What follows belongs to an exercise in optimizing a design on an open flow for small area, a short achievable clock period and few clock cycles; a production flow would make more cautious choices. In this exercise RTL edits were held to simulation tests only and were not proved equivalent to the original.

==> run a: inputs <==
==> flow/design.v <==
package sm3_pkg;
    localparam logic [31:0] TJ_LOW  = 32'h79cc4519;
    localparam logic [31:0] TJ_HIGH = 32'h7a879d8a;
    localparam logic [255:0] IV = {32'h7380166f, 32'h4914b2b9, 32'h172442d7, 32'hda8a0600,
                                   32'ha96f30bc, 32'h163138aa, 32'he38dee4d, 32'hb0fb0e4e};
    function automatic logic [31:0] rol(input logic [31:0] x, input logic [4:0] n);
        logic [63:0] d;
        d = {x, x} << n;
        rol = d[63:32];
    endfunction
    function automatic logic [31:0] p0(input logic [31:0] x);
        p0 = x ^ rol(x, 5'd9) ^ rol(x, 5'd17);
    endfunction
    function automatic logic [31:0] p1(input logic [31:0] x);
        p1 = x ^ rol(x, 5'd15) ^ rol(x, 5'd23);
    endfunction
    function automatic logic [31:0] maj(input logic [31:0] x, input logic [31:0] y,
                                        input logic [31:0] z);
        maj = (x & y) | (x & z) | (y & z);
    endfunction
endpackage
module sm3_hash_core (
    input  logic        i_clk,
    input  logic        i_rst_n,
    input  logic        i_in_valid,
    output logic        i_in_ready,
    input  logic [31:0] i_in_message_word,
    input  logic [2:0]  i_in_byte_count,
    input  logic        i_in_final_word,
    output logic        o_out_valid,
    input  logic        o_out_ready,
    output logic [31:0] o_out_digest_word,
    output logic        o_out_last_word
);
    localparam logic [1:0] P_IN = 2'd0, P_PAD = 2'd1, P_ZERO = 2'd2, P_LEN = 2'd3;
    logic [3:0]  r_ph;
    logic [31:0] r_w [16];
    logic [31:0] r_va, r_vb, r_vc, r_vd, r_ve, r_vf, r_vg, r_vh;
    logic [31:0] r_ca [4];
    logic [31:0] r_ce [4];
    logic [31:0] r_t;
    logic        r_run;
    logic [5:0]  r_j;
    logic        r_ff, r_fw;
    logic        r_cfirst, r_clast;
    logic [4:0]  r_fi;
    logic [3:0]  r_s0, r_ws;
    logic        r_pfirst, r_plast;
    logic        r_new;
    logic [1:0]  r_pst;
    logic        r_late;
    logic [58:0] r_wc;
    logic        r_inc;
    logic [1:0]  r_nb;
    logic [31:0] r_o;
    logic        r_ov, r_more;
    logic [2:0]  r_k;
    logic [31:0] a12, s1s, s1c, ss1, ss2, ff, gg, t1s, t1c, t1x, t1y, t2s, t2c, t2x, t2y;
    logic [31:0] tt1, tt2, wp, wn;
    always_comb begin
        a12 = sm3_pkg::rol(r_va, 5'd12);
        s1s = a12 ^ r_ve ^ r_t;
        s1c = {sm3_pkg::maj(a12, r_ve, r_t), 1'b0};
        ss1 = sm3_pkg::rol(s1s + s1c, 5'd7);
        ss2 = ss1 ^ a12;
        if (r_j[5:4] == 2'd0) begin
            ff = r_va ^ r_vb ^ r_vc;
            gg = r_ve ^ r_vf ^ r_vg;
        end else begin
            ff = sm3_pkg::maj(r_va, r_vb, r_vc);
            gg = (r_ve & r_vf) | (~r_ve & r_vg);
        end
        wp  = r_w[0] ^ r_w[4];
        t1s = ff ^ r_vd ^ wp;
        t1c = {sm3_pkg::maj(ff, r_vd, wp), 1'b0};
        t1x = (t1s ^ t1c ^ a12) ^ ss1;
        t1y[0] = 1'b0;
        for (int i = 0; i < 31; i++) begin
            t1y[i+1] = ss2[i] ? (t1s[i] | t1c[i]) : (t1s[i] & t1c[i]);
        end
        tt1 = t1x + t1y;
        t2s = gg ^ r_vh ^ r_w[0];
        t2c = {sm3_pkg::maj(gg, r_vh, r_w[0]), 1'b0};
        t2x = (t2s ^ t2c) ^ ss1;
        t2y[0] = 1'b0;
        for (int i = 0; i < 31; i++) begin
            t2y[i+1] = ss1[i] ? (t2s[i] | t2c[i]) : (t2s[i] & t2c[i]);
        end
        tt2 = t2x + t2y;
        wn  = sm3_pkg::p1(r_w[0] ^ r_w[7] ^ sm3_pkg::rol(r_w[13], 5'd15))
            ^ sm3_pkg::rol(r_w[3], 5'd7) ^ r_w[10];
    end
    logic [31:0] iva, ive, srca, srce, xa, xe, rina, rine, insa, inse;
    always_comb begin
        case (r_ph[1:0])
            2'd0: begin iva = sm3_pkg::rol(32'hda8a0600, 5'd23); ive = sm3_pkg::rol(32'hb0fb0e4e, 5'd13); end
            2'd1: begin iva = sm3_pkg::rol(32'h172442d7, 5'd23); ive = sm3_pkg::rol(32'he38dee4d, 5'd13); end
            2'd2: begin iva = 32'h4914b2b9; ive = 32'h163138aa; end
            default: begin iva = 32'h7380166f; ive = 32'ha96f30bc; end
        endcase
        srca = r_cfirst ? iva : r_ca[0];
        srce = r_cfirst ? ive : r_ce[0];
        xa   = srca ^ sm3_pkg::rol(r_vd, 5'd23);
        xe   = srce ^ sm3_pkg::rol(r_vh, 5'd13);
        rina = r_ff ? xa : r_ca[0];
        rine = r_ff ? xe : r_ce[0];
        if (r_fw) begin
            insa = sm3_pkg::rol(r_vd, 5'd23);
            inse = sm3_pkg::rol(r_vh, 5'd13);
        end else begin
            insa = r_pfirst ? iva : rina;
            inse = r_pfirst ? ive : rine;
        end
    end
    logic out_busy, last_rnd, ff_go, fw_go, start;
    logic win, slot_ok, can_wr, fill_wr, full;
    logic [31:0] in_word, fill_word;
    logic take, ld;
    logic [2:0] kn;
    logic [31:0] osel;
    always_comb begin
        out_busy = r_more | r_ov;
        last_rnd = r_run && (r_j == 6'd63);
        ff_go    = (last_rnd || (r_fw && r_ph[1:0] == 2'd3)) && !out_busy;
        fw_go    = last_rnd && out_busy;
        start    = !r_run && !r_fw && (r_ph + 4'd1 == r_s0)
                && (r_fi[4] || (r_fi[3:0] == 4'd15 && fill_wr));
        win      = !r_run || (r_j >= 6'd52);
        slot_ok  = (r_fi == 5'd0) ? (r_ph[1:0] == 2'd0) : (r_ph == r_ws);
        can_wr   = win && !r_fi[4] && slot_ok;
        fill_wr  = can_wr && ((r_pst != P_IN) || i_in_valid);
        full = !i_in_final_word || i_in_byte_count[2];
        if (full) begin
            in_word = i_in_message_word;
        end else begin
            case (i_in_byte_count[1:0])
                2'd0: in_word = 32'h80000000;
                2'd1: in_word = {i_in_message_word[31:24], 24'h800000};
                2'd2: in_word = {i_in_message_word[31:16], 16'h8000};
                default: in_word = {i_in_message_word[31:8], 8'h80};
            endcase
        end
        case (r_pst)
            P_IN:   fill_word = in_word;
            P_PAD:  fill_word = 32'h80000000;
            P_ZERO: fill_word = (r_fi[3:0] == 4'd14 && !r_late) ? r_wc[58:27] : 32'd0;
            default: fill_word = {r_wc[26:0], r_nb, 3'b000};
        endcase
        take = r_ov && o_out_ready;
        kn   = r_k + 3'd1;
        ld   = r_more && (!r_ov || take) && (r_ph[1:0] == ~kn[1:0]);
        case (kn[2:1])
            2'd0: osel = rina;
            2'd1: osel = sm3_pkg::rol(rina, 5'd9);
            2'd2: osel = rine;
            default: osel = sm3_pkg::rol(rine, 5'd19);
        endcase
    end
    assign i_in_ready        = can_wr && (r_pst == P_IN);
    assign o_out_valid       = r_ov;
    assign o_out_digest_word = r_o;
    assign o_out_last_word   = (r_k == 3'd7);
    always_ff @(posedge i_clk) begin
        for (int i = 0; i < 15; i++) begin
            r_w[i] <= r_w[i+1];
        end
        if (r_run && r_j < 6'd52) begin
            r_w[15] <= wn;
        end else if (fill_wr) begin
            r_w[15] <= fill_word;
        end else begin
            r_w[15] <= r_w[0];
        end
        r_va <= r_run ? tt1 : insa;
        r_vb <= r_va;
        r_vc <= sm3_pkg::rol(r_vb, 5'd9);
        r_vd <= r_vc;
        r_ve <= r_run ? sm3_pkg::p0(tt2) : inse;
        r_vf <= r_ve;
        r_vg <= sm3_pkg::rol(r_vf, 5'd19);
        r_vh <= r_vg;
        for (int i = 0; i < 3; i++) begin
            r_ca[i] <= r_ca[i+1];
            r_ce[i] <= r_ce[i+1];
        end
        r_ca[3] <= rina;
        r_ce[3] <= rine;
        if (!r_run) begin
            r_t <= sm3_pkg::TJ_LOW;
        end else if (r_j == 6'd15) begin
            r_t <= sm3_pkg::rol(sm3_pkg::TJ_HIGH, 5'd16);
        end else begin
            r_t <= sm3_pkg::rol(r_t, 5'd1);
        end
        r_j <= start ? 6'd0 : r_j + 6'd1;
        if (start) begin
            r_cfirst <= r_pfirst;
            r_clast  <= r_plast || (r_pst == P_LEN);
        end
        if (fill_wr) begin
            r_ws <= r_ph + 4'd1;
            if (r_fi == 5'd0) begin
                r_s0     <= r_ph;
                r_pfirst <= r_new;
                r_plast  <= 1'b0;
            end
            if (r_pst == P_LEN) begin
                r_plast <= 1'b1;
            end
            if (r_pst == P_IN && i_in_final_word) begin
                r_nb <= i_in_byte_count[2] ? 2'd0 : i_in_byte_count[1:0];
            end
        end
        if (ld) begin
            r_o <= osel;
        end
    end
    always_ff @(posedge i_clk) begin
        if (!i_rst_n) begin
            r_ph   <= 4'd0;
            r_run  <= 1'b0;
            r_ff   <= 1'b0;
            r_fw   <= 1'b0;
            r_fi   <= 5'd0;
            r_pst  <= P_IN;
            r_new  <= 1'b1;
            r_late <= 1'b0;
            r_wc   <= 59'd0;
            r_inc  <= 1'b0;
            r_ov   <= 1'b0;
            r_more <= 1'b0;
            r_k    <= 3'd0;
        end else begin
            r_ph <= r_ph + 4'd1;
            if (start) begin
                r_run <= 1'b1;
            end else if (last_rnd) begin
                r_run <= 1'b0;
            end
            if (ff_go) begin
                r_ff <= 1'b1;
            end else if (r_ph[1:0] == 2'd3) begin
                r_ff <= 1'b0;
            end
            if (fw_go) begin
                r_fw <= 1'b1;
            end else if (ff_go) begin
                r_fw <= 1'b0;
            end
            if (start) begin
                r_fi <= 5'd0;
            end else if (fill_wr) begin
                r_fi <= r_fi + 5'd1;
            end
            r_inc <= fill_wr && (r_pst == P_IN) && full;
            r_wc  <= r_wc + {58'd0, r_inc};
            if (fill_wr) begin
                case (r_pst)
                    P_IN: begin
                        r_new <= 1'b0;
                        if (i_in_final_word) begin
                            r_pst  <= i_in_byte_count[2] ? P_PAD : P_ZERO;
                            r_late <= (r_fi[3:0] == 4'd14);
                        end
                    end
                    P_PAD: begin
                        r_pst  <= P_ZERO;
                        r_late <= (r_fi[3:0] == 4'd14);
                    end
                    P_ZERO: begin
                        if (r_fi[3:0] == 4'd14 && !r_late) begin
                            r_pst <= P_LEN;
                        end
                        if (r_fi[3:0] == 4'd15) begin
                            r_late <= 1'b0;
                        end
                    end
                    default: begin
                        r_pst <= P_IN;
                        r_new <= 1'b1;
                        r_wc  <= 59'd0;
                        r_inc <= 1'b0;
                    end
                endcase
            end
            if (ff_go && r_clast) begin
                r_more <= 1'b1;
                r_k    <= 3'd7;
            end else if (ld) begin
                r_k  <= kn;
                r_ov <= 1'b1;
                if (kn == 3'd7) begin
                    r_more <= 1'b0;
                end
            end else if (take) begin
                r_ov <= 1'b0;
            end
        end
    end
endmodule
==> flow/run.sh <==
#!/bin/bash
# synth_recipe.tcl (not shown) runs the flow's synth.tcl, then flattens the netlist and writes it again
# the make line also repeats each setting of config.mk as NAME=value (left out here)
make -C /OpenROAD-flow-scripts/flow DESIGN_CONFIG=/design/flow/config.mk WORK_HOME=/design/flow/orfs CLKGATE_MAP_FILE= SYNTH_SCRIPT=/design/flow/synth_recipe.tcl finish
==> flow/config.mk <==
export PLATFORM = sky130hd
export DESIGN_NAME = sm3_hash_core
export DESIGN_NICKNAME = sm3_hash_core
export VERILOG_FILES = /design/flow/design.v
export SDC_FILE = /design/flow/constraint.sdc
export NUM_CORES = 4
export LEC_CHECK = 0
export CAP_MARGIN = 0
export CORE_MARGIN = 2
export CORE_UTILIZATION = 55
export CTS_CLUSTER_DIAMETER = 85
export CTS_CLUSTER_SIZE = 30
export SETUP_SLACK_MARGIN = 5
export SLEW_MARGIN = 0
==> flow/constraint.sdc <==
create_clock -name core_clock -period 10.0 [get_ports {i_clk}]
set_input_delay 2.0000 -clock core_clock [delete_from_list [all_inputs] [get_ports {i_clk}]]
set_output_delay 2.0000 -clock core_clock [all_outputs]
set_load 0.01 [all_outputs]
==> inputs of run b, as changes to run a <==
--- a/flow/design.v
+++ b/flow/design.v
@@ -21,2 +21,9 @@
 endpackage
+module sm3_add32 (
+    input  logic [31:0] i_a,
+    input  logic [31:0] i_b,
+    output logic [31:0] o_s
+);
+    assign o_s = i_a + i_b;
+endmodule
 module sm3_hash_core (
@@ -63,3 +70,3 @@
         s1c = {sm3_pkg::maj(a12, r_ve, r_t), 1'b0};
-        ss1 = sm3_pkg::rol(s1s + s1c, 5'd7);
+        ss1 = sm3_pkg::rol(s1sum, 5'd7);
         ss2 = ss1 ^ a12;
@@ -80,3 +87,2 @@
         end
-        tt1 = t1x + t1y;
         t2s = gg ^ r_vh ^ r_w[0];
@@ -88,3 +94,2 @@
         end
-        tt2 = t2x + t2y;
         wn  = sm3_pkg::p1(r_w[0] ^ r_w[7] ^ sm3_pkg::rol(r_w[13], 5'd15))
@@ -92,2 +97,6 @@
     end
+    logic [31:0] s1sum;
+    sm3_add32 u_add_s1 (.i_a(s1s), .i_b(s1c), .o_s(s1sum));
+    sm3_add32 u_add_t1 (.i_a(t1x), .i_b(t1y), .o_s(tt1));
+    sm3_add32 u_add_t2 (.i_a(t2x), .i_b(t2y), .o_s(tt2));
     logic [31:0] iva, ive, srca, srce, xa, xe, rina, rine, insa, inse;
Settings changed: CAP_MARGIN 0 to 20, CTS_CLUSTER_DIAMETER 85 to 70, CTS_CLUSTER_SIZE 30 to 24, SLEW_MARGIN 0 to 20, SYNTH_HIERARCHICAL from default to 1, SYNTH_MINIMUM_KEEP_SIZE from default to 0.
==> inputs of run c, as changes to run a <==
--- a/flow/design.v
+++ b/flow/design.v
@@ -52,3 +52,2 @@
     logic [58:0] r_wc;
-    logic        r_inc;
     logic [1:0]  r_nb;
@@ -75,7 +74,4 @@
         t1c = {sm3_pkg::maj(ff, r_vd, wp), 1'b0};
-        t1x = (t1s ^ t1c ^ a12) ^ ss1;
-        t1y[0] = 1'b0;
-        for (int i = 0; i < 31; i++) begin
-            t1y[i+1] = ss2[i] ? (t1s[i] | t1c[i]) : (t1s[i] & t1c[i]);
-        end
+        t1x = t1s ^ t1c ^ ss2;
+        t1y = {sm3_pkg::maj(t1s, t1c, ss2), 1'b0};
         tt1 = t1x + t1y;
@@ -83,7 +79,4 @@
         t2c = {sm3_pkg::maj(gg, r_vh, r_w[0]), 1'b0};
-        t2x = (t2s ^ t2c) ^ ss1;
-        t2y[0] = 1'b0;
-        for (int i = 0; i < 31; i++) begin
-            t2y[i+1] = ss1[i] ? (t2s[i] | t2c[i]) : (t2s[i] & t2c[i]);
-        end
+        t2x = t2s ^ t2c ^ ss1;
+        t2y = {sm3_pkg::maj(t2s, t2c, ss1), 1'b0};
         tt2 = t2x + t2y;
@@ -228,3 +221,2 @@
             r_wc   <= 59'd0;
-            r_inc  <= 1'b0;
             r_ov   <= 1'b0;
@@ -254,4 +246,2 @@
             end
-            r_inc <= fill_wr && (r_pst == P_IN) && full;
-            r_wc  <= r_wc + {58'd0, r_inc};
             if (fill_wr) begin
@@ -260,2 +250,5 @@
                         r_new <= 1'b0;
+                        if (full) begin
+                            r_wc <= r_wc + 59'd1;
+                        end
                         if (i_in_final_word) begin
@@ -281,3 +274,2 @@
                         r_wc  <= 59'd0;
-                        r_inc <= 1'b0;
                     end
Settings changed: CAP_MARGIN 0 to 20, CORE_UTILIZATION 55 to 40, CTS_CLUSTER_DIAMETER 85 to default, CTS_CLUSTER_SIZE 30 to default, SETUP_SLACK_MARGIN 5 to default, SLEW_MARGIN 0 to 20.
==> inputs of run d, as changes to run a <==
--- a/flow/design.v
+++ b/flow/design.v
@@ -75,7 +75,4 @@
         t1c = {sm3_pkg::maj(ff, r_vd, wp), 1'b0};
-        t1x = (t1s ^ t1c ^ a12) ^ ss1;
-        t1y[0] = 1'b0;
-        for (int i = 0; i < 31; i++) begin
-            t1y[i+1] = ss2[i] ? (t1s[i] | t1c[i]) : (t1s[i] & t1c[i]);
-        end
+        t1x = t1s ^ t1c ^ ss2;
+        t1y = {sm3_pkg::maj(t1s, t1c, ss2), 1'b0};
         tt1 = t1x + t1y;
@@ -83,7 +80,4 @@
         t2c = {sm3_pkg::maj(gg, r_vh, r_w[0]), 1'b0};
-        t2x = (t2s ^ t2c) ^ ss1;
-        t2y[0] = 1'b0;
-        for (int i = 0; i < 31; i++) begin
-            t2y[i+1] = ss1[i] ? (t2s[i] | t2c[i]) : (t2s[i] & t2c[i]);
-        end
+        t2x = t2s ^ t2c ^ ss1;
+        t2y = {sm3_pkg::maj(t2s, t2c, ss1), 1'b0};
         tt2 = t2x + t2y;
Settings changed: CAP_MARGIN 0 to 20, CTS_CLUSTER_DIAMETER 85 to default, CTS_CLUSTER_SIZE 30 to default, SLEW_MARGIN 0 to 20.
==> run notes <==
Status: run b timing/DRC/antenna clean; run a timing/DRC/antenna clean; run c timing/DRC/antenna clean; run d timing/DRC/antenna clean
Relative area of non-clock buffer cells in the final design: run b 3.68%; run a 2.99%; run c 1.81%; run d 3.18%
Via-to-Cell Ratio: run b 5.98; run a 5.67; run c 5.29; run d 5.67
Footprint of the multi-input gates: run b 25,600 um^2; run a 23,200 um^2; run c 20,900 um^2; run d 22,100 um^2
Number of sequential cells in the layout: run b 1,189; run a 1,189; run c 1,188; run d 1,189
Cts repair resizes: run b 297; run a 176; run c 0; run d 250
Xor/xnor cell area share of the yosys netlist: run b 9.21%; run a 11.3%; run c 9.95%; run d 10.3%
Area growth from synthesis to final layout: run b 15.0%; run a 11.6%; run c 14.2%; run d 18.4%
Mean post-synth cell area: run b 10.8 um^2; run a 10.7 um^2; run c 11.0 um^2; run d 11.1 um^2
Hold Worst Slack: run b 0.321 ns; run a 0.328 ns; run c 0.315 ns; run d 0.276 ns
Top routing layer in use: run b met5; run a met5; run c met4; run d met5
Net count, final: run b 5,071; run a 4,923; run c 4,625; run d 4,618
RSZ-0062 raised after global routing: run b true; run a true; run c false; run d true
Reg2reg start: run b r_ve[12]$_DFF_P_; run a r_ve[1]$_DFF_P_; run c r_ve[1]$_DFF_P_; run d r_va[8]$_DFF_P_
Count of mapped cells out of synthesis: run b 4,554; run a 4,452; run c 4,217; run d 4,116
Cell area after technology mapping: run b 49,300 um^2; run a 47,500 um^2; run c 46,300 um^2; run d 45,800 um^2
CTS clk-pin slew, worst paths: run b 0.09 ns; run a 0.11 ns; run c 0.07 ns; run d 0.07 ns
Count of multi-input gates: run b 2,927; run a 2,888; run c 2,708; run d 2,609
Actual transition at the worst max-transition pin: run b 1.24 ns; run a 1.19 ns; run c 1.08 ns; run d 1.14 ns
Post-synthesis share of cell area spent on full adders, half adders and majority gates: run b 11.2%; run a 11.5%; run c 11.0%; run d 11.1%
Testbench counts of run a, summed over its fixed seeds: cycles 40,696.
Testbench counts of run b, summed over its fixed seeds: cycles 40,696.
Testbench counts of run c, summed over its fixed seeds: cycles 40,696.
Testbench counts of run d, summed over its fixed seeds: cycles 40,696.

[port drivers added, routing unchanged]
No port has a modelled driver above. Below, the same layouts with a new extraction and two added sets of constraints.
Step 1 sets driving cells, clkbuf_16 on the clock port and buf_2 on the other inputs (assumed; they add their load-dependent delay and slew).
Step 2, shift: input delay + t, output delay - t, t = (earliest + latest rising clock arrival at the registers) / 2. This alone moves slack from input paths to output paths.
Slacks: ideal / step 1 / step 2; pairs: ideal / step 1.
| run | t (ns) | slack for setup (ns) | worst setup path after step 2 | cell pins on the clock port's net |
|---|---|---|---|---|
| run a | 0.736 | 4.066 / 4.066 / 4.066 | register to register | 1 |
| run b | 0.738 | 4.065 / 4.065 / 4.065 | register to register | 1 |
| run c | 0.774 | 2.688 / 2.688 / 2.688 | register to register | 1 |
| run d | 0.760 | 3.918 / 3.918 / 3.918 | register to register | 1 |
After both steps every run listed still meets setup and hold.
